What follows belongs to an exercise in optimizing a design on an open flow for a short achievable clock period, few clock cycles and low power; a production flow would make more cautious choices. In this exercise RTL edits were held to simulation tests only and were not proved equivalent to the original. No activity file was given, so power comes from the tool's default toggle rates.

==> flow/design.v (outline; a module is shown in full before it is edited, if it fits) <==
// module mac_lane_sum: 1967 lines
// module mac_vector_engine: 903 lines
module mac_vector_engine (
  input logic clk,
  input logic reset_n,
  input logic start,
  input logic clear,
  input logic [9:0] vec_len,
  input logic signed [47:0] bias,
  input logic in_valid,
  input logic [35:0] in_a,
  input logic [35:0] in_b,
  input logic out_ready,
  output logic busy,
  output logic in_ready,
  output logic out_valid,
  output logic signed [17:0] out_data,
  output logic signed [47:0] out_acc,
  output logic acc_overflow
);
  // ...
==> flow/run.sh <==
#!/bin/bash
# synth_recipe.tcl (not shown) runs the flow's synth.tcl, then flattens the netlist and writes it again
# the make line also repeats each setting of config.mk as NAME=value (left out here)
make -C /OpenROAD-flow-scripts/flow DESIGN_CONFIG=/design/flow/config.mk WORK_HOME=/design/flow/orfs CLKGATE_MAP_FILE= SYNTH_SCRIPT=/design/flow/synth_recipe.tcl finish
==> flow/config.mk <==
export PLATFORM = sky130hd
export DESIGN_NAME = mac_vector_engine
export DESIGN_NICKNAME = mac_vector_engine
export VERILOG_FILES = /design/flow/design.v
export SDC_FILE = /design/flow/constraint.sdc
export NUM_CORES = 4
export LEC_CHECK = 0
export ABC_CLOCK_PERIOD_IN_PS = 2900
export CAP_MARGIN = 20
export CORE_MARGIN = 2
export CORE_UTILIZATION = 65
export CTS_BUF_LIST = sky130_fd_sc_hd__clkbuf_16
export CTS_CLUSTER_DIAMETER = 120
export CTS_CLUSTER_SIZE = 25
export SETUP_SLACK_MARGIN = 4.2
export SLEW_MARGIN = 20
==> flow/constraint.sdc <==
create_clock -name core_clock -period 7.0 [get_ports {clk}]
set_input_delay 1.4000 -clock core_clock [delete_from_list [all_inputs] [get_ports {clk}]]
set_output_delay 1.4000 -clock core_clock [all_outputs]
set_load 0.01 [all_outputs]
==> run_results.csv, run 1 <==
group,metric,value,unit
run_status,outcome,"complete, no violations",
worst_setup_path,max_stage_delay,0.48,ns
worst_setup_path,cp_num_buf_inv,1,
clocking,cts_setup_buffers,26,
worst_hold_path,holdPathEnd,"cd2_q[0][0]",
pwr,pwr_density_cell,176,nW/um^2
cells_and_area,ff_latch_area,10900,um^2
synth,synth_cells,3211,
clocking,hold_buffers,0,
synth,synth_seq_cells,470,
cells_and_area,multi_input_area_share,54.5,%
pwr,internal-power,4.38,mW
routing,via_per_inst,6.24,
worst_setup_path,start_kind,"flop",
cells_and_area,multi_input_cells,2227,
timing,setup_violations,0,
pwr,switching_share,32.7,%
grt,grt_max_degree,110,
timing,min_period,2.97,ns
synth,synthMuxAreaShare,2.26,%
timing,relSlewSlack,41.7,%
clocking,ctsResizeCount,273,
routing,route.met3.wl,10200,um
die,coreArea,49100,um^2
timing,whs,0.331,ns
cells_and_area,buffers,364,
pwr,maxPowerGroup,"registers",
worst_setup_path,setup.worst_path.end,"pa1_q[8]",
worst_hold_path,hold_class,"flop to flop",
worst_setup_path,crit_path_top_delay_cell,"edfxtp_1",
pwr,p_switching,2.13,mW
synth,synth_area,32300,um^2
synth,yosys.area.top_type,"dfxtp_1",
worst_setup_path,critical_path_class,"flop to flop",
Testbench counts, summed over its fixed seeds: cycles 12,338.
==> run 2, diff against run 1 <==
--- a/flow/config.mk
+++ b/flow/config.mk
@@ -8,7 +8,7 @@
 export ABC_CLOCK_PERIOD_IN_PS = 2900
 export CAP_MARGIN = 20
 export CORE_MARGIN = 2
-export CORE_UTILIZATION = 65
+export CORE_UTILIZATION = 55
 export CTS_BUF_LIST = sky130_fd_sc_hd__clkbuf_16
 export CTS_CLUSTER_DIAMETER = 120
 export CTS_CLUSTER_SIZE = 25
==> run_results.csv, run 2 <==
group,metric,value,unit
die,dieArea,60700,um^2
synth,yosys-top-cells-count,"dfxtp_1 (331), a22oi_1 (309), fa_1 (301)",
timing,setup_ws,4.15,ns
die,io_pins,206,
clocking,cts_sinks,470,
clocking,clock_latency,0.61,ns
synth,yosys.area.top_type,"dfxtp_1",
routing,vias,23973,
cells_and_area,regMostFlops,"u_sum.t1_q",
timing,fin_crit_sh,40.7,%
cells_and_area,drive_gt1_share,11.3,%
placed_design,dpl_cell_area,34500,um^2
worst_hold_path,min_from,"u_sum.t2_q[57]",
worst_setup_path,required,5.60,ns
pwr,pwr_density_cell,179,nW/um^2
placed_design,dpl.hpwl,63400,um
timing,min_period,2.85,ns
worst_setup_path,r2r_cells,10,
cells_and_area,antenna_cells,0,
timing,setup_violations,0,
pwr,p_leak,14.4,nW
grt,grtUsageTotal,29.5,%
flow_run,max-cap-violations,0,
synth,synth.yosys.seq_area_share,32.9,%
worst_setup_path,arrival,1.45,ns
pwr,vdd_drop_max,0.185,mV
routing,wl,91200,um
grt,grt_max_degree,135,
die,start_util,55.8,%
cells_and_area,most-common-layout-cells,"a22oi_1 (294), fa_1 (284), dfxtp_1 (264)",
worst_hold_path,min_path_cells,0,
placed_design,pre_cts_ws,3.05,ns
routing,via_per_inst,5.91,
clocking,numCtsBuffers,23,
clocking,hold_buffers,0,
die,coreArea,57900,um^2
grt,grt_overflow_total,0,
die,fp.dieW,246,um
synth,yosys_warnings,4,
clocking,clk_pin_slew_worst_paths,0.11,ns
cells_and_area,final_common_cell,"a22oi_1",
cells_and_area,final_util,63.2,%
worst_setup_path,cp-end-kind,"output pin",
routing,drc,0,
worst_setup_path,r2r_start,"acc0_q[11]",
timing,rsz0062_at_grt,"yes",
synth,synth-edff-count,107,
timing,drv_slew,0,
routing,ant_nets,0,
synth,synth_cell_type_count,76,
timing,tightest_slew,1.03,ns
routing,avgRoutedWirePerCell,22.5,um
timing,fmax,0.351,GHz
synth,synth_area_per_cell,10.1,um^2
clocking,h-tree-depth,1,
worst_hold_path,hold_class,"flop to flop",
synth,yosys.area.top_type_share,20.5,%
routing,drt_pass1_iterations,7,
clocking,tritoncts,"done",
synth,synth.area.top_cells,"dfxtp_1 (20%), fa_1 (19%), edfxtp_1 (9.9%), a22oi_1 (7.2%), xor2_1 (6.7%)",
grt,grt_pass1_wl,139000,um
pwr,power,6.55,mW
synth,synth_area,32300,um^2
timing,finClkSkew,0.0400,ns
worst_setup_path,start_kind,"flop",
clocking,root_buffer,"clkbuf_16",
synth,syn-num-nets,3746,
placed_design,numPortBuffers,205,
die,rows,88,
synth,yosysMostFrequentCell,"dfxtp_1",
timing,hold_viol_final,0,
cells_and_area,largestRegisters,"u_sum.t1_q (133), u_sum.t2_q (65), res_q (48)",
worst_setup_path,r2r_setup_slack,4.17,ns
cells_and_area,nNetsFinal,3815,
worst_setup_path,crit_fanout,2,
placed_design,gp_congestion,0.927,
clocking,cts_buffer_depth,3,
worst_setup_path,worstReg2RegEnd,"pa1_q[16]",
timing,relSlewSlack,31.0,%
grt,antenna_found_initial,1,
cells_and_area,fin_area,36600,um^2
routing,drt_iter0_drc,2304,
synth,synth_seq_cells,470,
synth,async_flop_share,6.81,%
grt,grt_pass1_vias,24383,
cells_and_area,largest_reg_flops,133,
cells_and_area,syn_to_final_growth,13.2,%
die,die_h,246,um
synth,synthFlopType,"dfxtp_1",
worst_hold_path,holdPathEnd,"sd2_q[0][1]",
timing,tns,0,ns
run_status,outcome,"complete, no violations",
synth,synth_cells,3211,
worst_setup_path,critical_path_class,"flop to output pin",
-- run 2: repair_timing --
action                                  4_1_cts  5_1_grt
gates resized for setup                     256      112
gates cloned                                  2        2
endpoints found under the setup margin      236      172
buffers inserted                             22       54
pin swaps                                    22       37
-- run 2: kinds of logic after synthesis --
kind of cell,count (synthesis),synth area share [%]
buffers and inverters,514,6.24
adder cells (fa/ha/maj),399,22.4
XOR/XNOR,420,11.4
AO/OA/AOI/OAI,622,13.1
AND/OR/NAND/NOR,719,11.7
flip-flops,470,32.9
multiplexers,67,2.26
-- run 2: worst max path at each step --
stage          cells after the start  slack [ns]        endpoint        from
3_3_place_gp                       5        3.07      acc1_q[14]       start
5_1_grt                           10        4.03       pa1_q[16]  acc0_q[11]
2_1_floorplan                     10        4.14  u_sum.t1_q[56]    two_q[9]
4_1_cts                            2        4.07        in_ready        ir_q
6_report                           3        4.15     out_data[2]   res_q[10]
3_5_place_dp                       5        3.05      acc1_q[13]       start
-- run 2: layout make-up --
| cell class | count | area (um^2) |
|---|---|---|
| Timing Repair inverter | 1 | 5.00 |
| Clock buffer | 23 | 576 |
| Inverter | 237 | 893 |
| Fill cell | 4812 | 21300 |
| Timing Repair Buffer | 319 | 3070 |
| Sequential cell | 470 | 10900 |
| Multi-Input combinational cell | 2228 | 20100 |
| Clock inverter | 15 | 106 |
| Tap cell | 765 | 957 |
-- run 2: metrics by stage --
stage               cells  hold slack, ns
floorplan            3211           0.310
global placement     3940           0.310
detailed placement   3940           0.313
CTS                  4002           0.329
global route         4058           0.343
finish               4058           0.323
-- run 2: per-layer routing --
layer | track usage [%] | vias to the layer above | share of wire, %
met1 | 39.5 | 11649 | 41
met5 | 0 | - | 0.014
li1 | - | 10799 | -
met4 | 10.4 | 2 | 4.3
met3 | 5.82 | 274 | 9.1
met2 | 47.8 | 1249 | 46
-- run 2: power by group --
| part | leakage (nW) | internal [mW] | switching [mW] |
|---|---|---|---|
| sequential | 4.17 | 2.99 | 0.209 |
| clock | 0.371 | 0.648 | 0.902 |
| combinational | 9.82 | 0.784 | 1.02 |
-- run 2: critical path, stage by stage, from the launching register on --
cell,delay (ns)
edfxtp_1,0.48
buf_6,0.16
buf_6,0.12
buf_6,0.11
==> run 3, diff against run 2 <==
--- a/flow/config.mk
+++ b/flow/config.mk
@@ -5,6 +5,7 @@
 export SDC_FILE = /design/flow/constraint.sdc
 export NUM_CORES = 4
 export LEC_CHECK = 0
+export ABC_AREA = 1
 export ABC_CLOCK_PERIOD_IN_PS = 2900
 export CAP_MARGIN = 20
 export CORE_MARGIN = 2
==> run_results.csv, run 3 <==
group,metric,value,unit
die,die_h,245,um
cells_and_area,most-common-layout-cells,"inv_1 (489), nand2_1 (417), nor2_1 (378)",
grt,grt_max_degree,66,
routing,vias,27476,
timing,relSlewSlack,33.9,%
timing,tns,0,ns
synth,yosys.area.top_type_share,20.7,%
clocking,numCtsBuffers,23,
routing,via_per_inst,5.80,
cells_and_area,final_common_cell,"inv_1",
pwr,p_leak,16.9,nW
synth,synth_area,32000,um^2
worst_setup_path,critical_path_class,"flop to flop",
placed_design,numPortBuffers,205,
cells_and_area,drive_gt1_share,17.2,%
synth,yosys_warnings,4,
timing,tightest_slew,0.990,ns
cells_and_area,antenna_cells,0,
die,start_util,55.5,%
timing,fmax,0.351,GHz
worst_setup_path,arrival,3.31,ns
timing,finClkSkew,0.0420,ns
clocking,cts_buffer_depth,3,
synth,synth_area_per_cell,8.77,um^2
cells_and_area,regMostFlops,"u_sum.t1_q",
timing,rsz0062_at_grt,"yes",
clocking,cts_sinks,470,
worst_setup_path,start_kind,"flop",
pwr,vdd_drop_max,0.270,mV
placed_design,gp_congestion,0.978,
cells_and_area,largestRegisters,"u_sum.t1_q (133), u_sum.t2_q (65), res_q (48)",
clocking,h-tree-depth,1,
timing,drv_slew,0,
timing,fin_crit_sh,40.7,%
synth,synth.yosys.seq_area_share,33.2,%
synth,syn-num-nets,4188,
synth,synth-edff-count,107,
routing,ant_nets,0,
cells_and_area,fin_area,38600,um^2
routing,wl,107000,um
timing,hold_viol_final,0,
synth,synthFlopType,"dfxtp_1",
worst_setup_path,cp-end-kind,"flop",
die,rows,88,
worst_setup_path,crit_fanout,7,
synth,synth_cells,3653,
cells_and_area,nNetsFinal,4493,
grt,grt_pass1_vias,26622,
timing,min_period,2.85,ns
synth,async_flop_share,6.81,%
worst_setup_path,required,7.46,ns
clocking,root_buffer,"clkbuf_16",
die,fp.dieW,245,um
die,io_pins,206,
worst_setup_path,crit_path_top_delay_cell,"fa_2",
clocking,tritoncts,"done",
routing,drc,0,
timing,setup_violations,0,
clocking,clk_pin_slew_worst_paths,0.10,ns
grt,grtUsageTotal,33.1,%
synth,synth_cell_type_count,53,
synth,yosys-top-cells-count,"inv_1 (491), nand2_1 (426), nor2_1 (380)",
synth,synth_seq_cells,470,
placed_design,dpl_cell_area,34300,um^2
routing,drt_iter0_drc,2848,
routing,drt_pass1_iterations,9,
grt,antenna_found_initial,0,
synth,yosysMostFrequentCell,"inv_1",
run_status,outcome,"complete, no violations",
grt,grt_overflow_total,0,
worst_setup_path,critical-path-top-cell-by-count,"fa_1",
grt,grt_pass1_wl,154000,um
worst_hold_path,hold_class,"flop to flop",
routing,avgRoutedWirePerCell,22.6,um
clocking,clock_latency,0.61,ns
synth,synth.area.top_cells,"dfxtp_1 (21%), fa_1 (19%), edfxtp_1 (10%), xor2_1 (9.4%), o22ai_1 (6.2%)",
clocking,hold_buffers,0,
flow_run,max-cap-violations,0,
die,coreArea,57700,um^2
worst_setup_path,crit_chain,"clkinv_4 > o22ai_2 > xor2_1 > fa_1 > fa_1 > inv_1 > fa_2 > nor2_1",
worst_setup_path,max_stage_delay,0.60,ns
pwr,pwr_density_cell,177,nW/um^2
cells_and_area,largest_reg_flops,133,
cells_and_area,syn_to_final_growth,20.6,%
synth,yosys.area.top_type,"dfxtp_1",
die,dieArea,60200,um^2
placed_design,dpl.hpwl,73300,um
## run 3: changes by cell type in the layout (fill, tap and decap cells not counted), sizes merged, moves of 103 or more
| cell | previous run | this run |
|---|---|---|
| a22oi | 309 | 0 |
| o22ai | 1 | 317 |
| buf | 112 | 236 |
| and2 | 104 | 1 |
| xnor2 | 173 | 12 |
| nor2 | 136 | 382 |
| nor2b | 151 | 0 |
| nand2 | 149 | 436 |
| inv | 248 | 568 |
## run 3: stage by stage
| stage | instances | worst slack [ns] | utilization (%) | hold WS [ns] | power (mW) |
|---|---|---|---|---|---|
| 4_1_cts | 4625 | 4.13 | 63.5 | 0.325 | 6.69 |
| 5_1_grt | 4736 | 4.11 | 67.0 | 0.335 | 7.17 |
| 6_report | 4736 | 4.15 | 67.0 | 0.318 | 6.83 |
| 3_5_place_dp | 4445 | 2.55 | 59.5 | 0.312 | 5.08 |
| 2_1_floorplan | 3653 | 3.72 | - | 0.310 | 4.37 |
| 3_3_place_gp | 4445 | 2.70 | 59.4 | 0.312 | 5.04 |
## run 3: area by class of cell
cell class | instances | area (um^2)
clock buffer | 23 | 576
clock inverter | 15 | 82.6
fill | 4684 | 19100
inverter | 584 | 2770
multi-input combinational | 2412 | 19300
sequential | 470 | 10900
tap | 765 | 957
timing repair buffer | 434 | 3840
timing repair inverter | 33 | 193
## run 3: layer usage
layer | vias up | global-route usage (%) | part of all wire [%]
met3 | 488 | 3.82 | 9.1
met5 | - | 0 | 0
met4 | 0 | 14.8 | 7.2
met1 | 13053 | 43.2 | 38
li1 | 12298 | - | -
met2 | 1637 | 55.7 | 46
## run 3: cells by family (layout without fill, tap and decap cells)
group,Yosys count,after routing,share of synthesized area (%)
buffers and inverters,771,1089,9.44
muxes,3,3,0.102
adders and majority gates,399,399,22.6
xor gates and xnor gates,356,356,9.73
and+or+nand+nor,938,938,11.8
DFF,470,470,33.2
AOI/OAI and AO/OA,716,716,13.1
## run 3: final timing paths
path | slack (ns) | to | cells after the start | from
max | 4.15 | u_sum.t1_q[45] | 8 | two_q[0]
max reg2reg | 4.15 | u_sum.t1_q[45] | 8 | two_q[0]
min in group asynchronous | 0.89 | rem_q[5] | 1 | reset_n
min | 0.32 | cd2_q[0][1] | 0 | u_sum.t2_q[58]
min reg2reg | 0.32 | cd2_q[0][1] | 0 | u_sum.t2_q[58]
max in group asynchronous | 5.42 | lp_q[3] | 1 | reset_n
## run 3: worst max-delay path: cells and delay by family (launching register included)
family	cells	cell delay, ns
AOI/OAI and AO/OA	1	0.20
xor gates and xnor gates	1	0.22
adders and majority gates	3	1.61
buffers and inverters	2	0.19
DFF	1	0.41
and+or+nand+nor	1	0.07
## run 3: report_power, final
part / internal (mW) / switching [mW]
registers: 2.99 / 0.165
clock network: 0.613 / 0.941
logic: 0.842 / 1.28
total: 4.44 / 2.39
## run 3: repair_timing
action / 4_1_cts / 5_1_grt
gates cloned: 7 / 27
hold endpoints to repair: 0 / 0
endpoints found under the setup margin: 324 / 116
setup buffers: 135 / 84
pin swaps: 11 / 101
resized for setup: 397 / 306
==> run 4, diff against run 3 <==
--- a/flow/config.mk
+++ b/flow/config.mk
@@ -5,7 +5,6 @@
 export SDC_FILE = /design/flow/constraint.sdc
 export NUM_CORES = 4
 export LEC_CHECK = 0
-export ABC_AREA = 1
 export ABC_CLOCK_PERIOD_IN_PS = 2900
 export CAP_MARGIN = 20
 export CORE_MARGIN = 2
@@ -13,5 +12,6 @@
 export CTS_BUF_LIST = sky130_fd_sc_hd__clkbuf_16
 export CTS_CLUSTER_DIAMETER = 120
 export CTS_CLUSTER_SIZE = 25
+export PLACE_DENSITY = 0.7
 export SETUP_SLACK_MARGIN = 4.2
 export SLEW_MARGIN = 20
==> run_results.csv, run 4 <==
group,metric,value,unit
run_status,outcome,"complete, no violations",
worst_setup_path,cp-end-kind,"flop",
clocking,cts_buffer_depth,3,
synth,yosys-top-cells-count,"dfxtp_1 (331), a22oi_1 (309), fa_1 (301)",
pwr,pwr_density_cell,178,nW/um^2
cells_and_area,nNetsFinal,3827,
timing,tightest_slew,0.896,ns
grt,grt_pass1_vias,24258,
clocking,clock_latency,0.61,ns
die,coreArea,57900,um^2
clocking,numCtsBuffers,23,
cells_and_area,largest_reg_flops,133,
routing,via_per_inst,5.87,
worst_setup_path,max_stage_delay,0.56,ns
timing,relSlewSlack,40.3,%
synth,synth_cell_type_count,76,
die,rows,88,
flow_run,max-cap-violations,0,
synth,synthFlopType,"dfxtp_1",
routing,avgRoutedWirePerCell,21.5,um
synth,synth.yosys.seq_area_share,32.9,%
worst_setup_path,critical-path-top-cell-by-count,"fa_1",
timing,fin_crit_sh,41.2,%
synth,synth_top_family_by_area,"adder cells",
grt,grt_max_degree,117,
timing,fmax,0.346,GHz
clocking,cts_sinks,470,
synth,yosysMostFrequentCell,"dfxtp_1",
synth,syn-num-nets,3746,
timing,whs,0.324,ns
routing,vias,23902,
clocking,root_buffer,"clkbuf_16",
placed_design,post-place-cells,3929,
worst_setup_path,crit_fanout,7,
die,fp.dieW,246,um
synth,yosys_warnings,4,
worst_setup_path,critical_path_class,"flop to flop",
worst_hold_path,min_path_cells,0,
synth,synth-edff-count,107,
pwr,p_seq_share,49.2,%
timing,drv_slew,0,
worst_setup_path,crit_path_top_delay_cell,"fa_1",
synth,synthMuxAreaShare,2.26,%
pwr,internal-power,4.39,mW
cells_and_area,regMostFlops,"u_sum.t1_q",
synth,synth_area_per_cell,10.1,um^2
die,dieArea,60700,um^2
synth,yosys.area_share.adder,22.4,%
grt,grtUsageTotal,27.9,%
clocking,h-tree-depth,1,
clocking,tritoncts,"done",
clocking,hold_buffers,0,
cells_and_area,antenna_cells,0,
timing,setup_violations,0,
timing,tns,0,ns
routing,drt_iter0_drc,2193,
routing,wl,87500,um
timing,min_period,2.89,ns
placed_design,dpl_cell_area,34400,um^2
worst_setup_path,required,7.49,ns
routing,drt_pass1_iterations,6,
cells_and_area,most-common-layout-cells,"fa_1 (289), a22oi_1 (285), dfxtp_1 (254)",
synth,synth_area,32300,um^2
cells_and_area,final_common_cell,"fa_1",
cells_and_area,final_util,63.3,%
synth,synth_compound_area_share,13.1,%
pwr,p_leak,14.4,nW
placed_design,numPortBuffers,205,
worst_setup_path,crit_chain,"buf_4 > a22oi_1 > xnor2_1 > fa_1 > fa_1 > fa_1 > and2_1",
synth,synth_seq_cells,470,
die,io_pins,206,
placed_design,pre_cts_ws,2.89,ns
synth,yosys.area.top_type,"dfxtp_1",
timing,rsz0062_at_grt,"yes",
routing,drc,0,
grt,antenna_found_initial,1,
cells_and_area,syn_to_final_growth,13.4,%
routing,ant_nets,0,
die,die_h,246,um
synth,synth-simple-area-share,11.7,%
pwr,comb_power_share,27.4,%
worst_setup_path,r2r_cells,7,
pwr,power,6.51,mW
timing,finClkSkew,0.0292,ns
clocking,clk_pin_slew_worst_paths,0.10,ns
grt,grt_pass1_wl,135000,um
placed_design,dpl.hpwl,62100,um
synth,synth.area.top_cells,"dfxtp_1 (20%), fa_1 (19%), edfxtp_1 (9.9%), a22oi_1 (7.2%), xor2_1 (6.7%)",
timing,setup_ws,4.11,ns
synth,yosys.area.top_type_share,20.5,%
cells_and_area,fin_area,36700,um^2
pwr,vdd_drop_max,0.152,mV
cells_and_area,drive_gt1_share,11.9,%
synth,synth_xor_area_share,11.4,%
synth,async_flop_share,6.81,%
pwr,clock_power_share,23.4,%
cells_and_area,stdcell_count,4070,
pwr,switching_share,32.6,%
synth,synth_cells,3211,
die,start_util,55.8,%
cells_and_area,largestRegisters,"u_sum.t1_q (133), u_sum.t2_q (65), res_q (48)",
timing,hold_viol_final,0,
worst_setup_path,arrival,3.38,ns
worst_hold_path,hold_class,"flop to flop",
worst_setup_path,start_kind,"flop",
placed_design,gp_congestion,0.948,
pwr,p_switching,2.12,mW
grt,grt_overflow_total,0,
-- run 4: area by class of cell --
| type | count | area, um^2 |
|---|---|---|
| inverter | 237 | 893 |
| sequential | 470 | 10900 |
| multi-input combinational | 2228 | 20100 |
| timing repair inverter | 1 | 7.51 |
| clock buffer | 23 | 576 |
| timing repair buffer | 331 | 3080 |
| tap | 765 | 957 |
| clock inverter | 15 | 98.8 |
| fill | 4768 | 21200 |
-- run 4: per-layer routing --
metal	track usage, %	part of all wire (%)	vias to the layer above
met1	37.8	41	11653
li1	-	-	10822
met3	4.01	7.9	220
met4	7.85	3.4	0
met5	0	0	-
met2	46.8	47	1207
-- run 4: cell families (layout without fill, tap and decap cells) --
group / count (synthesis) / in the layout
flip-flops: 470 / 470
AND/OR/NAND/NOR: 719 / 720
XOR/XNOR: 420 / 420
AO/OA/AOI/OAI: 622 / 622
adder cells (fa/ha/maj): 399 / 399
buffers and inverters: 514 / 607
multiplexers: 67 / 67
-- run 4: worst paths after layout --
path	from	to	slack (ns)
min in group asynchronous	reset_n	rem_q[9]	0.88
worst max register to register	a_q[8]	u_sum.t1_q[35]	4.11
worst max-delay path	a_q[8]	u_sum.t1_q[35]	4.11
worst min-delay path	u_sum.t2_q[56]	cd2_q[0][0]	0.32
worst min register to register	u_sum.t2_q[56]	cd2_q[0][0]	0.32
max in group asynchronous	reset_n	lp_q[3]	5.50
-- run 4: critical path, delay by kind of cell, from the launching register on --
kind | cells | cell delay (ns)
AOI/OAI and AO/OA | 1 | 0.28
DFF | 1 | 0.40
xor gates and xnor gates | 1 | 0.21
adders and majority gates | 3 | 1.53
buffers and inverters | 1 | 0.17
and+or+nand+nor | 1 | 0.17
-- run 4: power groups by stage --
stage / clock [mW] / sequential [mW] / combinational, mW
final: 1.52 / 3.20 / 1.78
after global routing: 1.66 / 3.22 / 2.00
after CTS: 1.57 / 3.21 / 1.70
after detailed placement: 0 / 3.28 / 1.67
after global placement: 0 / 3.27 / 1.62
after floorplan: 0 / 3.14 / 1.19
-- run 4: what timing repair did --
action	CTS	global route
gates resized for setup	261	118
buffers inserted	30	68
hold endpoints to repair	0	0
pin swaps	18	40
setup endpoints to repair	254	139
cloned	3	2
==> run 5, diff against run 4 <==
--- a/flow/config.mk
+++ b/flow/config.mk
@@ -12,6 +12,6 @@
 export CTS_BUF_LIST = sky130_fd_sc_hd__clkbuf_16
 export CTS_CLUSTER_DIAMETER = 120
 export CTS_CLUSTER_SIZE = 25
-export PLACE_DENSITY = 0.7
+export GPL_ROUTABILITY_DRIVEN = 0
 export SETUP_SLACK_MARGIN = 4.2
 export SLEW_MARGIN = 20
==> run_results.csv, run 5 <==
group,metric,value,unit
routing,avgRoutedWirePerCell,22.7,um
worst_setup_path,crit_chain,"buf_4 > dlygate4sd2_1",
pwr,switching_share,32.7,%
routing,drc,0,
timing,min_period,2.83,ns
synth,syn-num-nets,3746,
timing,tns,0,ns
synth,synthFlopType,"dfxtp_1",
synth,synth_area,32300,um^2
routing,wl,92400,um
synth,synth_top_family_by_area,"adder cells",
worst_setup_path,cp-end-kind,"output pin",
die,io_pins,206,
pwr,pwr_density_cell,177,nW/um^2
routing,drt_iter0_drc,2662,
clocking,numCtsBuffers,23,
grt,grt_pass1_wl,141000,um
timing,fin_crit_sh,40.5,%
synth,synth-edff-count,107,
clocking,h-tree-depth,1,
synth,synthMuxAreaShare,2.26,%
die,fp.dieW,246,um
placed_design,post-place-cells,3946,
synth,synth_cells,3211,
routing,vias,24043,
pwr,p_seq_share,48.9,%
worst_setup_path,worstReg2RegEnd,"pa1_q[16]",
synth,synth_xor_area_share,11.4,%
grt,grtUsageTotal,29.8,%
cells_and_area,final_util,63.5,%
timing,rsz0062_at_grt,"yes",
pwr,power,6.52,mW
worst_hold_path,min_from,"u_sum.vl_q",
die,dieArea,60700,um^2
synth,synth_area_per_cell,10.1,um^2
synth,synth_compound_area_share,13.1,%
cells_and_area,nNetsFinal,3831,
grt,grt_overflow_total,0,
synth,synth-simple-area-share,11.7,%
grt,grt_max_degree,135,
placed_design,dpl.hpwl,63200,um
synth,synth_cell_type_count,76,
worst_hold_path,holdPathEnd,"sd2_q[0][6]",
clocking,clock_latency,0.60,ns
worst_setup_path,max_stage_delay,0.41,ns
worst_setup_path,r2r_start,"acc0_q[11]",
synth,yosys.area_share.adder,22.4,%
timing,relSlewSlack,29.8,%
die,rows,88,
die,start_util,55.8,%
synth,yosysMostFrequentCell,"dfxtp_1",
pwr,comb_power_share,28.0,%
clocking,clk_pin_slew_worst_paths,0.11,ns
worst_setup_path,start_kind,"flop",
worst_setup_path,arrival,1.43,ns
clocking,tritoncts,"done",
synth,synth.area.top_cells,"dfxtp_1 (20%), fa_1 (19%), edfxtp_1 (9.9%), a22oi_1 (7.2%), xor2_1 (6.7%)",
pwr,internal-power,4.39,mW
pwr,p_switching,2.13,mW
pwr,clock_power_share,23.1,%
flow_run,max-cap-violations,0,
synth,yosys_warnings,4,
placed_design,dpl_cell_area,34500,um^2
cells_and_area,drive_gt1_share,11.0,%
synth,yosys-top-cells-count,"dfxtp_1 (331), a22oi_1 (309), fa_1 (301)",
cells_and_area,largestRegisters,"u_sum.t1_q (133), u_sum.t2_q (65), res_q (48)",
clocking,cts_sinks,470,
cells_and_area,largest_reg_flops,133,
pwr,p_leak,14.5,nW
cells_and_area,fin_area,36800,um^2
routing,ant_nets,0,
timing,finClkSkew,0.0228,ns
worst_setup_path,critical_path_class,"flop to output pin",
clocking,cts_buffer_depth,3,
timing,tightest_slew,1.05,ns
placed_design,numPortBuffers,205,
synth,async_flop_share,6.81,%
pwr,vdd_drop_max,0.175,mV
routing,drt_pass1_iterations,8,
worst_setup_path,crit_fanout,2,
cells_and_area,most-common-layout-cells,"a22oi_1 (294), fa_1 (290), dfxtp_1 (269)",
synth,synth.yosys.seq_area_share,32.9,%
cells_and_area,stdcell_count,4073,
grt,grt_pass1_vias,24542,
worst_setup_path,r2r_setup_slack,4.19,ns
worst_setup_path,cp_num_buf_inv,2,
run_status,outcome,"complete, no violations",
worst_setup_path,required,5.60,ns
synth,yosys.area.top_type_share,20.5,%
clocking,hold_buffers,0,
cells_and_area,final_common_cell,"a22oi_1",
timing,hold_viol_final,0,
grt,antenna_found_initial,1,
synth,synth_seq_cells,470,
worst_hold_path,min_path_cells,0,
cells_and_area,syn_to_final_growth,13.8,%
synth,yosys.area.top_type,"dfxtp_1",
worst_setup_path,crit_path_top_delay_cell,"edfxtp_1",
clocking,root_buffer,"clkbuf_16",
worst_setup_path,cp_top_family,"buffers and inverters",
routing,via_per_inst,5.90,
timing,setup_violations,0,
worst_setup_path,r2r_cells,10,
worst_hold_path,hold_class,"flop to flop",
die,coreArea,57900,um^2
die,die_h,246,um
cells_and_area,regMostFlops,"u_sum.t1_q",
timing,fmax,0.353,GHz
timing,drv_slew,0,
## run 5: cell types whose count changed in the layout (fill, tap and decap cells not counted), sizes merged
cell           delta
clkdlybuf4s15     -7
dlygate4sd2       +7
inv               -3
clkbuf            +2
clkinvlp          +2
buf               +1
bufbuf            -1
diode             +1
dlymetal6s2s      +1
## run 5: kinds of logic after synthesis
logic type / after synthesis
AO/OA/AOI/OAI: 622
AND/OR/NAND/NOR: 719
XOR/XNOR: 420
flip-flops: 470
adder cells (fa/ha/maj): 399
multiplexers: 67
buffers and inverters: 514
## run 5: power by group through the flow
stage / clock (mW) / sequential (mW) / combinational, mW
2_1_floorplan: 0 / 3.14 / 1.19
3_3_place_gp: 0 / 3.26 / 1.68
3_5_place_dp: 0 / 3.26 / 1.72
4_1_cts: 1.56 / 3.19 / 1.75
5_1_grt: 1.66 / 3.21 / 2.05
6_report: 1.51 / 3.19 / 1.82
## run 5: routing by layer
layer / vias to the layer above / track usage (%) / wire length [um] / part of all wire, %
li1: 10831 / - / - / -
met1: 11739 / 39.9 / 38400 / 42
met2: 1214 / 48.8 / 42200 / 46
met3: 259 / 5.13 / 7970 / 8.6
met4: 0 / 10.5 / 3730 / 4.0
met5: - / 0 / 0 / 0
## run 5: final cells by class
type / instances / area, um^2
repair inverters: 2 / 10.0
diodes: 1 / 2.50
fillers: 4861 / 21100
inverters: 237 / 893
clock buffers: 23 / 576
flip-flops and latches: 470 / 10900
repair buffers: 334 / 3330
multi-input cells: 2228 / 20100
clock inverters: 13 / 82.6
well taps: 765 / 957
## run 5: worst max-delay path by stage
stage,to,start,slack [ns],depth (start not counted)
global placement,acc1_q[17],start,3.12,5
finish,out_acc[10],res_q[10],4.17,2
CTS,in_ready,ir_q,4.06,2
global route,pa1_q[8],acc0_q[11],4.08,11
floorplan,u_sum.t1_q[56],two_q[9],4.14,10
detailed placement,acc1_q[14],start,3.09,5
## run 5: through the flow
step | setup slack, ns | hold slack (ns)
2_1_floorplan | 4.14 | 0.310
3_3_place_gp | 3.12 | 0.311
3_5_place_dp | 3.09 | 0.313
4_1_cts | 4.06 | 0.331
5_1_grt | 4.08 | 0.339
6_report | 4.17 | 0.334
## run 5: repair_timing
item                                    4_1_cts  5_1_grt
pin swaps                                    19       27
endpoints found under the setup margin      233      151
setup buffers                                26       57
resized for setup                           235      113
endpoints found under the hold margin         0        0
gates cloned                                  2        5
==> run 6, diff against run 5 <==
--- a/flow/config.mk
+++ b/flow/config.mk
@@ -11,7 +11,6 @@
 export CORE_UTILIZATION = 55
 export CTS_BUF_LIST = sky130_fd_sc_hd__clkbuf_16
 export CTS_CLUSTER_DIAMETER = 120
-export CTS_CLUSTER_SIZE = 25
-export GPL_ROUTABILITY_DRIVEN = 0
+export CTS_CLUSTER_SIZE = 30
 export SETUP_SLACK_MARGIN = 4.2
 export SLEW_MARGIN = 20
==> run_results.csv, run 6 <==
group,metric,value,unit
synth,synth_area_per_cell,10.1,um^2
routing,vias,23836,
timing,rsz0062_at_grt,"yes",
worst_setup_path,arrival,1.46,ns
clocking,h-tree-depth,1,
timing,tns,0,ns
routing,wl_met2,41400,um
worst_setup_path,max_stage_delay,0.49,ns
pwr,switching_share,32.6,%
timing,drv_slew,0,
pwr,pwr_density_cell,177,nW/um^2
clocking,hold_buffers,0,
cells_and_area,final_common_cell,"a22oi_1",
synth,yosys.area.top_type,"dfxtp_1",
die,io_pins,206,
cells_and_area,nNetsFinal,3818,
clocking,tritoncts,"done",
placed_design,gp_congestion,0.927,
grt,grt_pass1_vias,24289,
worst_setup_path,start_kind,"flop",
cells_and_area,largest_reg_flops,133,
die,coreArea,57900,um^2
pwr,comb_power_share,27.6,%
cells_and_area,largestRegisters,"u_sum.t1_q (133), u_sum.t2_q (65), res_q (48)",
worst_setup_path,crit_fanout,2,
clocking,root_buffer,"clkbuf_16",
timing,fin_crit_sh,40.8,%
die,dieArea,60700,um^2
routing,drt-met1-wl,37500,um
synth,synth.yosys.seq_area_share,32.9,%
routing,drt_iter0_drc,2314,
die,die_h,246,um
timing,finClkSkew,0.0227,ns
routing,avgRoutedWirePerCell,22.3,um
routing,maxUsedRoutingLayer,"met5",
grt,grt_overflow_total,0,
clocking,numCtsBuffers,20,
synth,synth.area.top_cells,"dfxtp_1 (20%), fa_1 (19%), edfxtp_1 (9.9%), a22oi_1 (7.2%), xor2_1 (6.7%)",
synth,syn-num-nets,3746,
synth,yosysMostFrequentCell,"dfxtp_1",
synth,synth_area,32300,um^2
grt,grtUsageTotal,29.4,%
pwr,power,6.49,mW
synth,synthFlopType,"dfxtp_1",
clocking,clk_pin_slew_worst_paths,0.12,ns
pwr,clock_power_share,23.0,%
cells_and_area,regMostFlops,"u_sum.t1_q",
worst_setup_path,cp_num_buf_inv,3,
pwr,internal-power,4.37,mW
worst_setup_path,crit_path_top_delay_cell,"edfxtp_1",
pwr,p_seq_share,49.3,%
pwr,vdd_drop_max,0.205,mV
clocking,cts_sinks,470,
pwr,p_leak,14.4,nW
die,rows,88,
flow_run,max-cap-violations,0,
cells_and_area,most-common-layout-cells,"a22oi_1 (296), fa_1 (286), dfxtp_1 (264)",
pwr,p_switching,2.11,mW
synth,yosys.area.top_type_share,20.5,%
worst_setup_path,cp-end-kind,"output pin",
clocking,cts_buffer_depth,3,
worst_setup_path,cp_top_family,"flip-flops",
routing,drt_pass1_iterations,8,
grt,grt_max_degree,135,
routing,ant_nets,0,
timing,tightest_slew,1.02,ns
timing,min_period,2.86,ns
synth,yosys-top-cells-count,"dfxtp_1 (331), a22oi_1 (309), fa_1 (301)",
worst_setup_path,required,5.60,ns
routing,wl,90400,um
synth,synth_cell_type_count,76,
die,fp.dieW,246,um
timing,hold_viol_final,0,
worst_setup_path,crit_chain,"buf_6 > buf_6 > buf_6",
grt,grt_pass1_wl,139000,um
worst_setup_path,r2r_setup_slack,4.18,ns
synth,synth-edff-count,107,
synth,synth_cells,3211,
routing,via_per_inst,5.87,
cells_and_area,antenna_cells,0,
routing,route.met3.wl,8130,um
placed_design,numPortBuffers,205,
synth,synth_seq_cells,470,
cells_and_area,drive_gt1_share,11.3,%
timing,relSlewSlack,32.2,%
timing,setup_violations,0,
synth,async_flop_share,6.81,%
cells_and_area,syn_to_final_growth,13.1,%
clocking,clock_latency,0.59,ns
run_status,outcome,"complete, no violations",
grt,antenna_found_initial,1,
synth,yosys_warnings,4,
worst_hold_path,hold_class,"flop to flop",
routing,drc,0,
placed_design,dpl.hpwl,63400,um
die,start_util,55.8,%
timing,fmax,0.350,GHz
worst_setup_path,critical-path-top-cell-by-count,"buf_6",
worst_setup_path,critical_path_class,"flop to output pin",
run 6: cell families after synthesis:
family / Yosys count / share of synthesized area [%]
AO/OA/AOI/OAI: 622 / 13.1
adder cells (fa/ha/maj): 399 / 22.4
AND/OR/NAND/NOR: 719 / 11.7
XOR/XNOR: 420 / 11.4
flip-flops: 470 / 32.9
multiplexers: 67 / 2.26
buffers and inverters: 514 / 6.24
run 6: power groups by stage:
| stage | Sequential [mW] | Combinational [mW] | Clock [mW] |
|---|---|---|---|
| 6_report | 3.20 | 1.79 | 1.49 |
| 5_1_grt | 3.22 | 2.01 | 1.62 |
| 4_1_cts | 3.20 | 1.72 | 1.53 |
| 3_5_place_dp | 3.27 | 1.70 | 0 |
| 3_3_place_gp | 3.27 | 1.66 | 0 |
| 2_1_floorplan | 3.14 | 1.19 | 0 |
run 6: metrics by stage:
stage,instance area [um^2],instances,hold slack [ns],util [%],setup WS (ns)
after floorplan,32400,3211,0.310,-,4.14
after global routing,36600,4059,0.329,63.1,4.03
after CTS,35700,4003,0.328,61.7,4.08
after global placement,34500,3940,0.310,59.5,3.07
final,36600,4059,0.326,63.1,4.14
after detailed placement,34500,3940,0.313,59.5,3.05
run 6: metal layers:
| metal | GRT usage [%] | vias up |
|---|---|---|
| met3 | 5.80 | 267 |
| met5 | 0 | - |
| met2 | 47.8 | 1176 |
| met1 | 39.4 | 11590 |
| met4 | 9.85 | 2 |
| li1 | - | 10801 |
run 6: worst reg2reg max path: cells and delay by family, from the launching register on:
| kind | cells | cell delay, ns |
|---|---|---|
| AND/OR/NAND/NOR | 3 | 0.45 |
| adder cells (fa/ha/maj) | 3 | 1.12 |
| flip-flops | 1 | 0.41 |
| AO/OA/AOI/OAI | 3 | 0.65 |
| XOR/XNOR | 1 | 0.08 |
run 6: worst paths after layout:
kind,startpoint,endpoint,cells past startpoint
max in group asynchronous,reset_n,lp_q[3],1
worst min register to register,u_sum.t2_q[56],cd2_q[0][0],0
worst max-delay path,res_q[10],out_data[2],3
worst max register to register,acc0_q[11],pa1_q[16],10
worst min-delay path,u_sum.t2_q[56],cd2_q[0][0],0
min in group asynchronous,reset_n,hb_q[2],1
run 6: area by class of cell:
type / instances / area [um^2]
fill: 4809 / 21400
multi-input combinational: 2228 / 20100
sequential: 470 / 10900
clock inverter: 12 / 111
timing repair buffer: 324 / 3090
inverter: 237 / 893
clock buffer: 21 / 526
tap: 765 / 957
timing repair inverter: 2 / 10.0
run 6: what timing repair did:
| item | in CTS | in global routing |
|---|---|---|
| gates resized for setup | 252 | 113 |
| buffers inserted | 28 | 53 |
| cloned | 2 | 3 |
| pin swaps | 20 | 40 |
| endpoints found under the hold margin | 0 | 0 |
| endpoints found under the setup margin | 243 | 157 |
==> run 7, diff against run 6 <==
--- a/flow/config.mk
+++ b/flow/config.mk
@@ -8,9 +8,9 @@
 export ABC_CLOCK_PERIOD_IN_PS = 2900
 export CAP_MARGIN = 20
 export CORE_MARGIN = 2
-export CORE_UTILIZATION = 55
+export CORE_UTILIZATION = 60
 export CTS_BUF_LIST = sky130_fd_sc_hd__clkbuf_16
 export CTS_CLUSTER_DIAMETER = 120
-export CTS_CLUSTER_SIZE = 30
-export SETUP_SLACK_MARGIN = 4.2
+export CTS_CLUSTER_SIZE = 25
+export SETUP_SLACK_MARGIN = 4.1
 export SLEW_MARGIN = 20
==> run_results.csv, run 7 <==
group,metric,value,unit
run_status,outcome,"complete, no violations",
cells_and_area,stdcell_count,3932,
worst_setup_path,cp_top_family,"adder cells",
worst_setup_path,start_kind,"flop",
timing,whs,0.320,ns
timing,rsz0062_at_grt,"yes",
die,coreArea,53500,um^2
worst_setup_path,critical-path-top-cell-by-count,"fa_2",
worst_setup_path,path_depth,10,
worst_setup_path,r2r_setup_slack,4.07,ns
synth,synth-simple-area-share,11.7,%
synth,synth-edff-count,107,
timing,tightest_slew,0.885,ns
worst_setup_path,max_stage_delay,0.43,ns
synth,synth_top_family_by_area,"adder cells",
worst_setup_path,arrival,3.38,ns
die,io_pins,206,
worst_setup_path,cp_num_buf_inv,0,
synth,synth_seq_cells,470,
routing,drt_pass1_iterations,6,
pwr,p_leak,14.0,nW
worst_setup_path,r2r_cells,10,
clocking,hold_buffers,0,
synth,yosys.area.top_type_share,20.5,%
cells_and_area,antenna_cells,0,
grt,antenna_found_initial,1,
clocking,h-tree-depth,1,
die,rows,85,
flow_run,max-cap-violations,0,
routing,wl,88100,um
clocking,root_buffer,"clkbuf_16",
synth,synth_cell_type_count,76,
synth,synth_cells,3211,
grt,grt_pass1_wl,139000,um
worst_setup_path,critical_path_class,"flop to flop",
placed_design,gp_congestion,0.925,
placed_design,numPortBuffers,205,
clocking,numCtsBuffers,23,
cells_and_area,drive_gt1_share,8.41,%
clocking,clock_latency,0.59,ns
cells_and_area,syn_to_final_growth,10.3,%
timing,relSlewSlack,40.9,%
routing,ant_nets,0,
grt,grt_max_degree,118,
synth,synth.yosys.seq_area_share,32.9,%
cells_and_area,largest_reg_flops,133,
synth,syn-num-nets,3746,
die,fp.dieW,236,um
timing,tns,0,ns
synth,yosys.area_share.adder,22.4,%
synth,yosys.area.top_type,"dfxtp_1",
worst_setup_path,setup.worst_path.end,"pa1_q[16]",
routing,via_per_inst,6.02,
clocking,clk_pin_slew_worst_paths,0.11,ns
pwr,pwr_density_cell,180,nW/um^2
routing,avgRoutedWirePerCell,22.4,um
routing,vias,23677,
routing,drt_iter0_drc,2221,
worst_setup_path,cp-end-kind,"flop",
clocking,cts_buffer_depth,3,
timing,drv_slew,0,
synth,yosysMostFrequentCell,"dfxtp_1",
worst_hold_path,hold_class,"flop to flop",
routing,drc,0,
clocking,tritoncts,"done",
cells_and_area,nNetsFinal,3760,
synth,synth_area,32300,um^2
worst_setup_path,crit_fanout,4,
cells_and_area,most-common-layout-cells,"a22oi_1 (305), fa_1 (293), dfxtp_1 (259)",
timing,finClkSkew,0.0500,ns
grt,grt_overflow_total,0,
synth,yosys-top-cells-count,"dfxtp_1 (331), a22oi_1 (309), fa_1 (301)",
die,start_util,60.4,%
pwr,power,6.44,mW
placed_design,dpl.hpwl,63000,um
synth,synth_xor_area_share,11.4,%
cells_and_area,largestRegisters,"u_sum.t1_q (133), u_sum.t2_q (65), res_q (48)",
timing,setup_violations,0,
worst_setup_path,crit_start,"acc0_q[11]",
timing,hold_viol_final,0,
worst_setup_path,worstReg2RegEnd,"pa1_q[16]",
cells_and_area,final_common_cell,"a22oi_1",
synth,synth_area_per_cell,10.1,um^2
placed_design,post-place-cells,3866,
timing,fmax,0.342,GHz
clocking,cts_sinks,470,
worst_setup_path,crit_path_top_delay_cell,"edfxtp_1",
timing,fin_crit_sh,41.8,%
timing,min_period,2.93,ns
worst_setup_path,crit_chain,"fa_2 > fa_2 > fa_2 > a21o_1 > a21o_1 > nand4_1 > nand3_4 > a221oi_4 > xnor2_1 > and2_1",
synth,synth.area.top_cells,"dfxtp_1 (20%), fa_1 (19%), edfxtp_1 (9.9%), a22oi_1 (7.2%), xor2_1 (6.7%)",
grt,grtUsageTotal,31.7,%
cells_and_area,regMostFlops,"u_sum.t1_q",
die,dieArea,55800,um^2
synth,yosys_warnings,4,
synth,synthMuxAreaShare,2.26,%
worst_setup_path,r2r_start,"acc0_q[11]",
synth,synth_compound_area_share,13.1,%
grt,grt_pass1_vias,24550,
synth,async_flop_share,6.81,%
die,die_h,236,um
worst_setup_path,required,7.45,ns
synth,synthFlopType,"dfxtp_1",
pwr,vdd_drop_max,0.172,mV
run 7: cell counts after synthesis:
No cell type changed its count.
run 7: layout make-up:
class	count	area, um^2
fill	4317	17800
multi-input combinational	2227	19900
inverter	237	893
clock inverter	13	75.1
timing repair buffer	265	2510
clock buffer	23	576
timing repair inverter	1	5.00
tap	696	871
sequential	470	10900
run 7: repair_timing:
| action | CTS | global route |
|---|---|---|
| resized for setup | 199 | 75 |
| pin swaps | 6 | 10 |
| cloned | 1 | 1 |
| setup buffers | 15 | 13 |
| endpoints found under the setup margin | 310 | 82 |
run 7: worst min-delay path by stage:
stage	to	cells after the start	slack (ns)	startpoint
floorplan	cd2_q[0][0]	0	0.31	u_sum.t2_q[56]
global placement	cd2_q[0][5]	0	0.31	u_sum.t2_q[64]
detailed placement	cd2_q[0][5]	0	0.31	u_sum.t2_q[64]
CTS	cd2_q[0][0]	0	0.32	u_sum.t2_q[56]
global route	sd2_q[0][0]	0	0.33	u_sum.t2_q[55]
finish	cd2_q[0][0]	0	0.32	u_sum.t2_q[56]
run 7: layer usage:
layer | routed length (um) | vias to the layer above | global-route usage [%]
met5 | 8 | - | 0
met4 | 3270 | 2 | 13.7
met3 | 7850 | 243 | 5.69
met2 | 40500 | 1260 | 50.8
met1 | 36400 | 11498 | 42.5
li1 | - | 10674 | -
run 7: cell families after synthesis:
logic type	Yosys count
buf+inv	514
mux	67
flops	470
compound gates	622
xor+xnor	420
fa+ha+maj	399
simple gates	719
run 7: per-stage QoR:
stage | setup WS [ns] | utilization (%) | instance area (um^2)
finish | 4.07 | 66.7 | 35700
global route | 3.97 | 66.7 | 35700
CTS | 4.00 | 66.0 | 35300
detailed placement | 2.72 | 64.2 | 34400
global placement | 2.75 | 64.2 | 34400
floorplan | 4.07 | - | 32400
run 7: where the power goes:
part | internal (mW) | total [mW] | switching, mW
clock network | 0.611 | 1.50 | 0.885
logic | 0.750 | 1.72 | 0.970
registers | 2.99 | 3.22 | 0.231
==> run 8, diff against run 7 <==
--- a/flow/config.mk
+++ b/flow/config.mk
@@ -12,5 +12,5 @@
 export CTS_BUF_LIST = sky130_fd_sc_hd__clkbuf_16
 export CTS_CLUSTER_DIAMETER = 120
 export CTS_CLUSTER_SIZE = 25
-export SETUP_SLACK_MARGIN = 4.1
+export SETUP_SLACK_MARGIN = 4.3
 export SLEW_MARGIN = 20
==> run_results.csv, run 8 <==
group,metric,value,unit
worst_setup_path,r2r_setup_slack,3.95,ns
cells_and_area,antenna_cells,0,
cells_and_area,largest_reg_flops,133,
cells_and_area,stdcell_count,4253,
timing,min_period,3.05,ns
worst_setup_path,start_kind,"flop",
die,dieArea,55800,um^2
cells_and_area,nNetsFinal,4082,
worst_setup_path,arrival,3.53,ns
worst_hold_path,hold_class,"flop to flop",
die,start_util,60.4,%
pwr,vdd_drop_max,0.172,mV
grt,grt_pass1_wl,143000,um
grt,grtUsageTotal,32.6,%
cells_and_area,largestRegisters,"u_sum.t1_q (133), u_sum.t2_q (65), res_q (48)",
timing,setup_ws,3.95,ns
synth,synth_cells,3211,
synth,synth_area,32300,um^2
pwr,p_leak,16.1,nW
die,io_pins,206,
clocking,root_buffer,"clkbuf_16",
grt,grt_max_degree,135,
worst_hold_path,min_from,"u_sum.t2_q[64]",
clocking,hold_buffers,0,
clocking,h-tree-depth,1,
timing,hold_viol_final,0,
cells_and_area,regMostFlops,"u_sum.t1_q",
grt,gr-max-usage-layer,"met2",
clocking,tritoncts,"done",
routing,drt_iter0_drc,3212,
grt,grt.met1_usage,43.6,%
synth,yosys-top-cells-count,"dfxtp_1 (331), a22oi_1 (309), fa_1 (301)",
grt,antenna_found_initial,1,
synth,synth_cell_type_count,76,
worst_setup_path,cp_num_buf_inv,2,
worst_setup_path,critical_path_class,"flop to flop",
die,rows,85,
cells_and_area,final_common_cell,"dfxtp_1",
flow_run,max-cap-violations,0,
clocking,clock_latency,0.59,ns
synth,yosys_warnings,4,
routing,wl,102000,um
worst_hold_path,holdPathEnd,"cd2_q[0][5]",
worst_setup_path,cp-end-kind,"flop",
synth,synth-edff-count,107,
routing,avgRoutedWirePerCell,24.0,um
clocking,cts_sinks,470,
worst_setup_path,r2r_start,"one_q[4]",
die,die_h,236,um
timing,setup_violations,0,
timing,fin_crit_sh,43.5,%
timing,rsz0062_at_grt,"yes",
synth,synth_seq_cells,470,
worst_setup_path,crit_path_top_delay_cell,"fa_1",
placed_design,pre_cts_ws,2.93,ns
clocking,clk_pin_slew_worst_paths,0.11,ns
routing,via_per_inst,6.19,
die,coreArea,53500,um^2
timing,relSlewSlack,30.5,%
synth,async_flop_share,6.81,%
synth,yosys.area.top_type_share,20.5,%
grt,grt_use_met2,52.7,%
worst_setup_path,max_stage_delay,0.61,ns
timing,tns,0,ns
synth,synth_area_per_cell,10.1,um^2
grt,grt_overflow_total,0,
worst_hold_path,min_path_cells,0,
placed_design,dpl.hpwl,62500,um
worst_setup_path,required,7.48,ns
synth,synth.area.top_cells,"dfxtp_1 (20%), fa_1 (19%), edfxtp_1 (9.9%), a22oi_1 (7.2%), xor2_1 (6.7%)",
timing,tightest_slew,1.04,ns
cells_and_area,most-common-layout-cells,"dfxtp_1 (258), buf_4 (257), fa_1 (223)",
timing,drv_slew,0,
routing,drc,0,
worst_setup_path,cp_top_family,"adder cells",
grt,grtUsageMet3,5.86,%
routing,ant_nets,0,
cells_and_area,drive_gt1_share,27.0,%
clocking,cts_buffer_depth,3,
clocking,numCtsBuffers,23,
die,fp.dieW,236,um
cells_and_area,syn_to_final_growth,25.9,%
placed_design,post-place-cells,3867,
routing,vias,26341,
synth,yosysMostFrequentCell,"dfxtp_1",
timing,fmax,0.328,GHz
synth,synth.yosys.seq_area_share,32.9,%
synth,syn-num-nets,3746,
timing,finClkSkew,0.0378,ns
worst_setup_path,crit_chain,"buf_4 > a22oi_2 > xor2_2 > fa_1 > inv_2 > fa_1 > fa_2 > and2_1",
grt,grt_pass1_vias,25590,
run_status,outcome,"complete, no violations",
worst_setup_path,r2r_cells,8,
synth,yosys.area.top_type,"dfxtp_1",
synth,synthFlopType,"dfxtp_1",
pwr,pwr_density_cell,167,nW/um^2
routing,drt_pass1_iterations,7,
placed_design,gp_congestion,0.962,
placed_design,numPortBuffers,205,
worst_setup_path,critical-path-top-cell-by-count,"fa_1",
worst_setup_path,worstReg2RegEnd,"u_sum.t1_q[35]",
worst_setup_path,crit_fanout,5,
run 8: cell counts after synthesis:
Identical to the previous run, type by type.
run 8: logic make-up (layout without fill, tap and decap cells):
logic type | after synthesis | after routing | synth area share [%]
buffers and inverters | 514 | 860 | 6.24
adder cells (fa/ha/maj) | 399 | 399 | 22.4
AO/OA/AOI/OAI | 622 | 622 | 13.1
multiplexers | 67 | 67 | 2.26
flip-flops | 470 | 470 | 32.9
XOR/XNOR | 420 | 420 | 11.4
AND/OR/NAND/NOR | 719 | 719 | 11.7
run 8: per-stage QoR:
step                      utilization (%)  hold slack [ns]  total power, mW  cell area (um^2)
final                                76.1            0.319             6.81             40700
after floorplan                         -            0.310             4.34             32600
after global placement               64.3            0.311             4.93             34400
after detailed placement             64.3            0.313             4.97             34400
after global routing                 76.1            0.334             7.14             40700
after CTS                            70.2            0.329             6.56             37500
run 8: area by class of cell:
class                           count  area (um^2)
Clock buffer                       23          576
Clock inverter                     12         71.3
Inverter                          237          893
Tap cell                          696          871
Multi-Input combinational cell   2227        21500
Timing Repair inverter              1         7.51
Timing Repair Buffer              587         5890
Fill cell                        3474        12800
Sequential cell                   470        10900
run 8: what timing repair did:
item | in CTS | in global routing
cloned | 4 | 4
endpoints found under the setup margin | 322 | 198
resized for setup | 464 | 419
buffers inserted | 202 | 141
pin swaps | 62 | 176
run 8: worst max path at each step:
stage | startpoint | endpoint | slack (ns) | cells past startpoint
floorplan | neg_q[8] | u_sum.t1_q[56] | 4.23 | 8
global placement | in_valid | busy_q | 2.97 | 9
detailed placement | in_valid | busy_q | 2.93 | 9
CTS | acc0_q[11] | pa1_q[16] | 4.07 | 10
global route | one_q[4] | u_sum.t1_q[35] | 3.91 | 8
finish | one_q[4] | u_sum.t1_q[35] | 3.95 | 8
run 8: where the power goes:
part / internal, mW / switching [mW]
Sequential: 2.99 / 0.182
Combinational: 0.959 / 1.17
Clock: 0.611 / 0.897
Total: 4.56 / 2.25
run 8: routing by layer:
| metal | up-vias | part of all wire, % | wire (um) |
|---|---|---|---|
| met1 | 12704 | 38 | 38900 |
| met2 | 1810 | 45 | 45800 |
| met4 | 0 | 6.9 | 7050 |
| met5 | - | 0 | 0 |
| li1 | 11303 | - | - |
| met3 | 524 | 10 | 10400 |
run 8: worst reg2reg max path, cell delays in order, from the launching register on:
cell and delay [ns]:
dfxtp_4 0.41, buf_4 0.17, a22oi_2 0.35, xor2_2 0.22
fa_1 0.61, inv_2 0.07, fa_1 0.51, fa_2 0.43
and2_1 0.16

afterwards: timing with drivers on the ports:
How much do the figures lean on ideal ports? The routed layouts below were timed once more, with nothing changed but the port constraints. Step 1 sets driving cells, clkbuf_16 on the clock port and buf_2 on the other inputs (assumed; they add their load-dependent delay and slew). Step 2 moves the port delays by t, midway between the first and last clock arrival at a register: inputs arrive t later, outputs are due t later. That takes back most of the time a late clock gives input paths. Slacks: ideal ports / drivers / drivers and shift; pairs: ideal ports / drivers.
| run | t (ns) | setup WS [ns] | worst data-port slew with drivers (ns) | cell pins on the clock port's net |
|---|---|---|---|---|
| run 1 | 0.641 | 4.028 / 4.028 / 3.482 | 0.07 | 1 |
| run 2 | 0.651 | 4.151 / 4.091 / 3.584 | 0.08 | 1 |
| run 3 | 0.657 | 4.150 / 4.111 / 3.611 | 0.07 | 1 |
| run 4 | 0.655 | 4.113 / 4.092 / 3.627 | 0.07 | 1 |
| run 5 | 0.650 | 4.165 / 4.103 / 3.580 | 0.07 | 1 |
| run 6 | 0.640 | 4.144 / 4.084 / 3.610 | 0.07 | 1 |
| run 7 | 0.631 | 4.072 / 4.072 / 3.537 | 0.07 | 1 |
| run 8 | 0.639 | 3.955 / 3.955 / 3.780 | 0.05 | 1 |
After both steps every run listed still meets setup and hold. For run 5, which loses most, drivers alone change the setup slack by -0.062 ns; drivers and shift together by -0.585 ns.
